Context: an optimization exercise on an open-source flow, tuned for small area and a short achievable clock period. The choices shown serve that exercise and are no tape-out recipe. In this exercise RTL edits were held to simulation tests only and were not proved equivalent to the original. Power and IR drop assume default switching activity.

==> flow/design.v <==
package alu_rs_scheduler_pkg;
    localparam int DATA_W    = 32;
    localparam int ROB_POS_W = 4;
    localparam int OPENUM_W  = 6;
    typedef logic [DATA_W-1:0]    DATA_TYPE;
    typedef logic [ROB_POS_W-1:0] ROB_POS_TYPE;
    typedef enum logic [OPENUM_W-1:0] {
        OPENUM_NOP   = 6'd0,
        OPENUM_ADD   = 6'd1,
        OPENUM_SUB,
        OPENUM_AND,
        OPENUM_OR,
        OPENUM_XOR,
        OPENUM_SLL,
        OPENUM_SRL,
        OPENUM_SRA,
        OPENUM_SLT,
        OPENUM_SLTU,
        OPENUM_BEQ,
        OPENUM_BNE,
        OPENUM_BLT,
        OPENUM_BGE,
        OPENUM_BLTU,
        OPENUM_BGEU,
        OPENUM_LUI,
        OPENUM_AUIPC,
        OPENUM_JAL,
        OPENUM_JALR
    } openum_e;
    localparam ROB_POS_TYPE ZERO_ROB  = '0;
    localparam DATA_TYPE    ZERO_WORD = '0;
endpackage
module rs_prio_enc #(
    parameter int N = 16,
    parameter int W = (N > 1) ? $clog2(N) : 1
) (
    input  logic [N-1:0] req,
    output logic [W-1:0] idx,
    output logic         found
);
    always_comb begin
        idx   = '0;
        found = 1'b0;
        for (int i = N - 1; i >= 0; i--) begin
            if (req[i]) begin
                idx   = W'(i);
                found = 1'b1;
            end
        end
    end
endmodule
module alu_rs_scheduler #(
    parameter int ENTRIES = 16,
    parameter int TAG_W   = 4,
    parameter int OP_W    = 6
) (
    input  logic             clk,
    input  logic             rst,
    input  logic             rdy,
    input  logic             clear,
    input  logic             in_valid,
    input  logic [OP_W-1:0]  in_op,
    input  logic [TAG_W-1:0] in_qj,
    input  logic [TAG_W-1:0] in_qk,
    input  logic [31:0]      in_vj,
    input  logic [31:0]      in_vk,
    input  logic [31:0]      in_imm,
    input  logic [31:0]      in_pc,
    input  logic [TAG_W-1:0] in_rob_tag,
    output logic             full,
    input  logic [TAG_W-1:0] alu_cdb_tag,
    input  logic [31:0]      alu_cdb_value,
    input  logic [TAG_W-1:0] lsb_cdb_tag,
    input  logic [31:0]      lsb_cdb_value,
    output logic [OP_W-1:0]  out_op,
    output logic [31:0]      out_value1,
    output logic [31:0]      out_value2,
    output logic [31:0]      out_imm,
    output logic [31:0]      out_pc,
    output logic [TAG_W-1:0] out_rob_tag
);
    localparam int               IDX_W  = (ENTRIES > 1) ? $clog2(ENTRIES) : 1;
    localparam logic [TAG_W-1:0] NO_TAG = TAG_W'(alu_rs_scheduler_pkg::ZERO_ROB);
    localparam logic [OP_W-1:0]  NOP_OP = OP_W'(alu_rs_scheduler_pkg::OPENUM_NOP);
    localparam int               DATA_W = alu_rs_scheduler_pkg::DATA_W;
    typedef alu_rs_scheduler_pkg::DATA_TYPE DATA_TYPE;
    logic [ENTRIES-1:0] busy_reg;
    logic [OP_W-1:0]    op_reg  [ENTRIES];
    DATA_TYPE           vj_reg  [ENTRIES];
    DATA_TYPE           vk_reg  [ENTRIES];
    DATA_TYPE           imm_reg [ENTRIES];
    DATA_TYPE           pc_reg  [ENTRIES];
    logic [TAG_W-1:0]   qj_reg  [ENTRIES];
    logic [TAG_W-1:0]   qk_reg  [ENTRIES];
    logic [TAG_W-1:0]   tag_reg [ENTRIES];
    logic [ENTRIES-1:0] free_vec;
    logic [ENTRIES-1:0] ready_vec;
    logic [IDX_W-1:0]   free_idx;
    logic [IDX_W-1:0]   sel_idx;
    logic               free_found;
    logic               sel_found;
    logic               advance;
    logic               do_dispatch;
    logic               do_issue;
    for (genvar gi = 0; gi < ENTRIES; gi++) begin : g_vec
        assign free_vec[gi]  = !busy_reg[gi];
        assign ready_vec[gi] = busy_reg[gi] && (qj_reg[gi] == NO_TAG) && (qk_reg[gi] == NO_TAG);
    end
    rs_prio_enc #(.N(ENTRIES), .W(IDX_W)) u_free_enc (
        .req   (free_vec),
        .idx   (free_idx),
        .found (free_found)
    );
    rs_prio_enc #(.N(ENTRIES), .W(IDX_W)) u_sel_enc (
        .req   (ready_vec),
        .idx   (sel_idx),
        .found (sel_found)
    );
    assign full        = !free_found;
    assign advance     = rdy && !clear;
    assign do_dispatch = advance && in_valid && free_found;
    assign do_issue    = advance && sel_found;
    function automatic logic [TAG_W+DATA_W-1:0] snoop(input logic [TAG_W-1:0] q,
                                                      input DATA_TYPE         v);
        if (q != NO_TAG && q == alu_cdb_tag)      snoop = {NO_TAG, alu_cdb_value};
        else if (q != NO_TAG && q == lsb_cdb_tag) snoop = {NO_TAG, lsb_cdb_value};
        else                                      snoop = {q, v};
    endfunction
    always_ff @(posedge clk or posedge rst) begin
        if (rst) begin
            busy_reg <= '0;
        end else if (rdy) begin
            if (clear) begin
                busy_reg <= '0;
            end else begin
                for (int i = 0; i < ENTRIES; i++) begin
                    if (do_dispatch && free_idx == IDX_W'(i))
                        busy_reg[i] <= 1'b1;
                    else if (do_issue && sel_idx == IDX_W'(i))
                        busy_reg[i] <= 1'b0;
                end
            end
        end
    end
    always_ff @(posedge clk) begin
        if (advance) begin
            for (int i = 0; i < ENTRIES; i++) begin
                if (do_dispatch && free_idx == IDX_W'(i)) begin
                    op_reg[i]               <= in_op;
                    imm_reg[i]              <= in_imm;
                    pc_reg[i]               <= in_pc;
                    tag_reg[i]              <= in_rob_tag;
                    {qj_reg[i], vj_reg[i]}  <= snoop(in_qj, in_vj);
                    {qk_reg[i], vk_reg[i]}  <= snoop(in_qk, in_vk);
                end else if (busy_reg[i]) begin
                    {qj_reg[i], vj_reg[i]}  <= snoop(qj_reg[i], vj_reg[i]);
                    {qk_reg[i], vk_reg[i]}  <= snoop(qk_reg[i], vk_reg[i]);
                end
            end
        end
    end
    always_ff @(posedge clk or posedge rst) begin
        if (rst) begin
            out_op      <= NOP_OP;
            out_value1  <= alu_rs_scheduler_pkg::ZERO_WORD;
            out_value2  <= alu_rs_scheduler_pkg::ZERO_WORD;
            out_imm     <= alu_rs_scheduler_pkg::ZERO_WORD;
            out_pc      <= alu_rs_scheduler_pkg::ZERO_WORD;
            out_rob_tag <= NO_TAG;
        end else if (rdy) begin
            if (clear) begin
                out_op      <= NOP_OP;
                out_value1  <= alu_rs_scheduler_pkg::ZERO_WORD;
                out_value2  <= alu_rs_scheduler_pkg::ZERO_WORD;
                out_imm     <= alu_rs_scheduler_pkg::ZERO_WORD;
                out_pc      <= alu_rs_scheduler_pkg::ZERO_WORD;
                out_rob_tag <= NO_TAG;
            end else if (sel_found) begin
                out_op      <= op_reg[sel_idx];
                out_value1  <= vj_reg[sel_idx];
                out_value2  <= vk_reg[sel_idx];
                out_imm     <= imm_reg[sel_idx];
                out_pc      <= pc_reg[sel_idx];
                out_rob_tag <= tag_reg[sel_idx];
            end else begin
                out_op      <= NOP_OP;
                out_rob_tag <= NO_TAG;
            end
        end
    end
endmodule
==> flow/run.sh <==
#!/bin/bash
# synth_recipe.tcl (not shown) runs the flow's synth.tcl, then flattens the netlist and writes it again
# the make line also repeats each setting of config.mk as NAME=value (left out here)
make -C /OpenROAD-flow-scripts/flow DESIGN_CONFIG=/design/flow/config.mk WORK_HOME=/design/flow/orfs CLKGATE_MAP_FILE= SYNTH_SCRIPT=/design/flow/synth_recipe.tcl finish
==> flow/config.mk <==
export PLATFORM = sky130hd
export DESIGN_NAME = alu_rs_scheduler
export DESIGN_NICKNAME = alu_rs_scheduler
export VERILOG_FILES = /design/flow/design.v
export SDC_FILE = /design/flow/constraint.sdc
export NUM_CORES = 4
export LEC_CHECK = 0
export CAP_MARGIN = 20
export CORE_MARGIN = 2
export CORE_UTILIZATION = 35
export PLACE_DENSITY = 0.6
export SETUP_SLACK_MARGIN = 0.2
export SLEW_MARGIN = 20
==> flow/constraint.sdc <==
create_clock -name core_clock -period 4.5 [get_ports {clk}]
set_input_delay 0.9000 -clock core_clock [delete_from_list [all_inputs] [get_ports {clk}]]
set_output_delay 0.9000 -clock core_clock [all_outputs]
set_load 0.01 [all_outputs]
==> run summary <==
-- critical path, cell delays in order (launching register included) --
cell and delay (ps):
edfxtp_1 460, nor4_1 430, nand3_1 440, o311ai_0 270, buf_4 180, and3_1 250, o21a_4 190, buf_12 290
nor2_4 100, buf_12 220, a221o_1 390, a2111oi_0 620, a32oi_1 190
-- cell type report --
cell class	count	area, µm²	share of cell area (%)
clock buffer	406	7980	5.58
sequential	2490	74000	51.8
inverter	33	206	0.144
multi-input combinational	5984	43000	30.1
antenna	6	15.0	0.0105
clock inverter	86	891	0.623
tap	4557	5700	3.99
timing repair buffer	1003	11200	7.82
-- per-stage QoR --
step	area, µm²	cells	setup WS (ps)	power (µW)
after global routing	143000	14600	155	52900
after CTS	143000	14600	192	51800
after detailed placement	134000	14100	135	29400
final	143000	14600	244	51800
after floorplan	121000	9561	-700	27800
after global placement	134000	14100	168	29300
-- power groups by stage --
| stage | Clock (µW) | Sequential (µW) | Combinational (µW) |
|---|---|---|---|
| after floorplan | 0 | 26000 | 1860 |
| after CTS | 22900 | 25500 | 3380 |
| after detailed placement | 0 | 26000 | 3360 |
| after global routing | 23700 | 25500 | 3650 |
| after global placement | 0 | 26000 | 3280 |
| final | 22800 | 25500 | 3470 |
-- worst paths after layout --
check	cells after the start	slack, ps	to	startpoint
max	12	240	out_value2[22]$_DFFE_PP0P_	qk_reg[11][0]$_SDFFCE_PN0P_
min reg2reg	2	540	out_value2[22]$_DFFE_PP0P_	vk_reg[0][22]$_DFFE_PP_
min	2	540	out_value2[22]$_DFFE_PP0P_	vk_reg[0][22]$_DFFE_PP_
max in group asynchronous	3	2930	out_value2[1]$_DFFE_PP0P_	rst
max reg2reg	12	240	out_value2[22]$_DFFE_PP0P_	qk_reg[11][0]$_SDFFCE_PN0P_
min in group asynchronous	2	610	out_pc[0]$_DFFE_PP0P_	rst
-- timing repair --
item                                    in CTS  in global routing
buffers inserted                             0                  8
gates cloned                                 0                  0
endpoints found under the setup margin       2                 73
pin swaps                                    0                  3
resized for setup                            2                  6
-- per-layer routing --
layer / vias up / global-route usage [%] / routed length, µm
met5: - / 0 / 169
met4: 32 / 16.1 / 34700
met3: 1642 / 7.37 / 65200
met2: 7230 / 45.1 / 232000
met1: 47400 / 37.3 / 193000
li1: 37400 / - / -
-- logic make-up after synthesis --
logic type | after synthesis | synth area share (%)
multiplexers | 1226 | 10.6
flip-flops | 2490 | 61.5
AND/OR/NAND/NOR | 1927 | 7.96
buffers and inverters | 1087 | 3.54
AO/OA/AOI/OAI | 2561 | 14.4
XOR/XNOR | 270 | 1.97
-- placed cells by master, fill, tap and decap left out, types with 60 or more instances in the layout --
cell type,Yosys,final
edfxtp_1,2336,2336
mux2i_1,845,845
nand2_1,809,806
a21oi_1,635,632
buf_4,7,418
o21ai_0,436,406
a211oi_1,386,385
mux2_2,381,381
nor2b_1,357,356
clkdlybuf4s50_1,0,349
clkbuf_16,0,288
nor2_1,297,270
a221oi_1,269,269
buf_12,0,224
a22oi_1,178,178
xnor2_1,178,178
dfrtp_1,154,154
a22o_1,137,137
and4_1,125,124
a31oi_1,116,115
a32oi_1,104,104
xor2_1,92,92
clkbuf_1,850,85
nand3_1,87,78
a211o_1,63,60
==> results.rst <==
.. list-table::
   :header-rows: 1

   * - Metric
     - Value
   * - Max Clk Rate
     - 0.235 GHz
   * - Biggest area consumer among synthesized cells
     - edfxtp_1
   * - Mean Syn Cell Area
     - 12.6 µm²
   * - EDFF count, synth
     - 2336
   * - Routed wire per std cell
     - 36.1 µm
   * - Post-layout utilization of the core
     - 41.7%
   * - Worst Setup Path Type
     - register to register
   * - Async set or reset register ratio after synthesis
     - 6.18%
   * - Starting utilization of the core area
     - 35.1%
   * - Final Net Count
     - 10000
   * - Total power per unit cell area
     - 363 nW/µm²
   * - Critical path required time
     - 5250 ps
   * - Final setup skew
     - 41.0 ps
   * - Pin slew with the least headroom to its limit
     - 1200 ps
   * - Ys flop type
     - edfxtp_1
   * - Count of unique library cells instantiated by Yosys
     - 78
   * - Wire length of the first global-routing pass
     - 717000 µm
   * - Sw frac
     - 23.0%
   * - Yosys Warn Count
     - 10
   * - Number of antenna violations at the first check in global routing
     - 38
   * - Port Buffer Count
     - 361
   * - Overall die height
     - 590 µm
   * - Worst slew margin relative to its limit
     - 19.8%
   * - Combinational fraction of design power
     - 6.7%
   * - Largest net degree at the start of global routing
     - 117
   * - GRT Residual Overflow
     - 0
   * - I/O pin cnt
     - 362
   * - Seq cells post-synth
     - 2490
   * - Vias
     - 93700
   * - Detailed router's first-iteration violation count
     - 14600
   * - Maximum buffer depth of the clock tree
     - 4
   * - Remaining routing DRC violations
     - 0
   * - Unrepaired setup endpoints after global routing
     - yes
   * - Internal Dissipation
     - 39900 µW
   * - Worst voltage drop across the vdd grid
     - 0.000286 V
   * - Synthesized netlist net count
     - 9784
   * - Tmin final
     - 4260 ps
   * - Final max-slew violation count
     - 0
   * - CTS H-tree lvls
     - 5
   * - Power spent charging and discharging nets
     - 11900 µW
   * - Detailed-router iteration count before antenna repair
     - 9
   * - Cts-stage hold buffer count
     - 0
   * - Via count of the first global-routing pass
     - 89200
   * - Part of the total power dissipated in sequential elements
     - 49.2%
   * - Setup TNS
     - 0 ps
   * - ANT nets after route
     - 0
   * - Total core area
     - 342000 µm²
   * - Reg clk slew, reported paths
     - 60 ps
   * - TritonCTS clock tree
     - built
   * - Area contributors post-synth
     - edfxtp_1, mux2i_1, mux2_2
   * - WL final
     - 525000 µm
   * - Post-Synthesis Cells
     - 9561
   * - Portion of synthesized cell area occupied by the leading cell type
     - 58.3%
   * - Crit share post-route
     - 94.6%
   * - Final-report setup violation count
     - 0
   * - Area of the mapped netlist
     - 120000 µm²
   * - Most frequent cells after synthesis
     - edfxtp_1, clkbuf_1, mux2i_1
   * - Dominant cell by count in the synthesized netlist
     - edfxtp_1
   * - Horizontal extent of the die
     - 590 µm
   * - Combined global-route utilization of all metal layers
     - 29.1%
   * - Number of CTS-inserted buffers
     - 275
   * - Skew-Pair Late Insertion Delay
     - 900 ps
   * - Layout overhead on the synthesized area
     - 18.8%
   * - Die area
     - 348000 µm²
   * - HP Class
     - register to register
   * - Data arrival, critical path
     - 5010 ps
   * - Post-DP HPWL
     - 308000 µm
   * - Crit path max fanout
     - 36
   * - Number of fillers in the final layout
     - 31300
   * - Clock sinks
     - 2490
   * - Run status
     - finished clean
   * - Post-detailed-route via-to-cell ratio
     - 6.43
   * - Launching element type of the critical path
     - register
   * - Clock tree root buffer cell
     - clkbuf_16
   * - Reported leakage power
     - 0.0495 µW
   * - Sequential area share after synthesis
     - 61.5%
   * - Global placement routability congestion
     - 0.923
   * - Fraction of final layout cells sized beyond drive strength 1
     - 15.6%
   * - Endpoints failing hold
     - 0
   * - Number of violations of the max-capacitance limit
     - 0
   * - Std-Cell Rows
     - 215
   * - Clock Power Share
     - 44.1%
   * - Fin Hold WS
     - 544 ps
   * - Setup crit end kind
     - register

==> afterwards: timing with drivers on the ports <==
In the flow no input, the clock included, has a driving cell. The finished layout below was timed again as built, in two steps.
Step 1 sets driving cells, clkbuf_16 on the clock port and buf_2 on the other inputs (assumed; they add their load-dependent delay and slew).
Step 2 moves the port delays by t, midway between the first and last clock arrival at a register: inputs arrive t later, outputs are due t later. That takes back most of the time a late clock gives input paths.
Three values: ideal ports, drivers, drivers and shift; two values: the first two.
t, ns: 0.997
setup slack, ns: 0.244 / 0.244 / 0.080
worst register clock-pin slew, ns: 0.07 / 0.07
After both steps this run still meets setup and hold. The setup slack of this run moves by 0.000 ns with the drivers and by -0.164 ns with both steps.
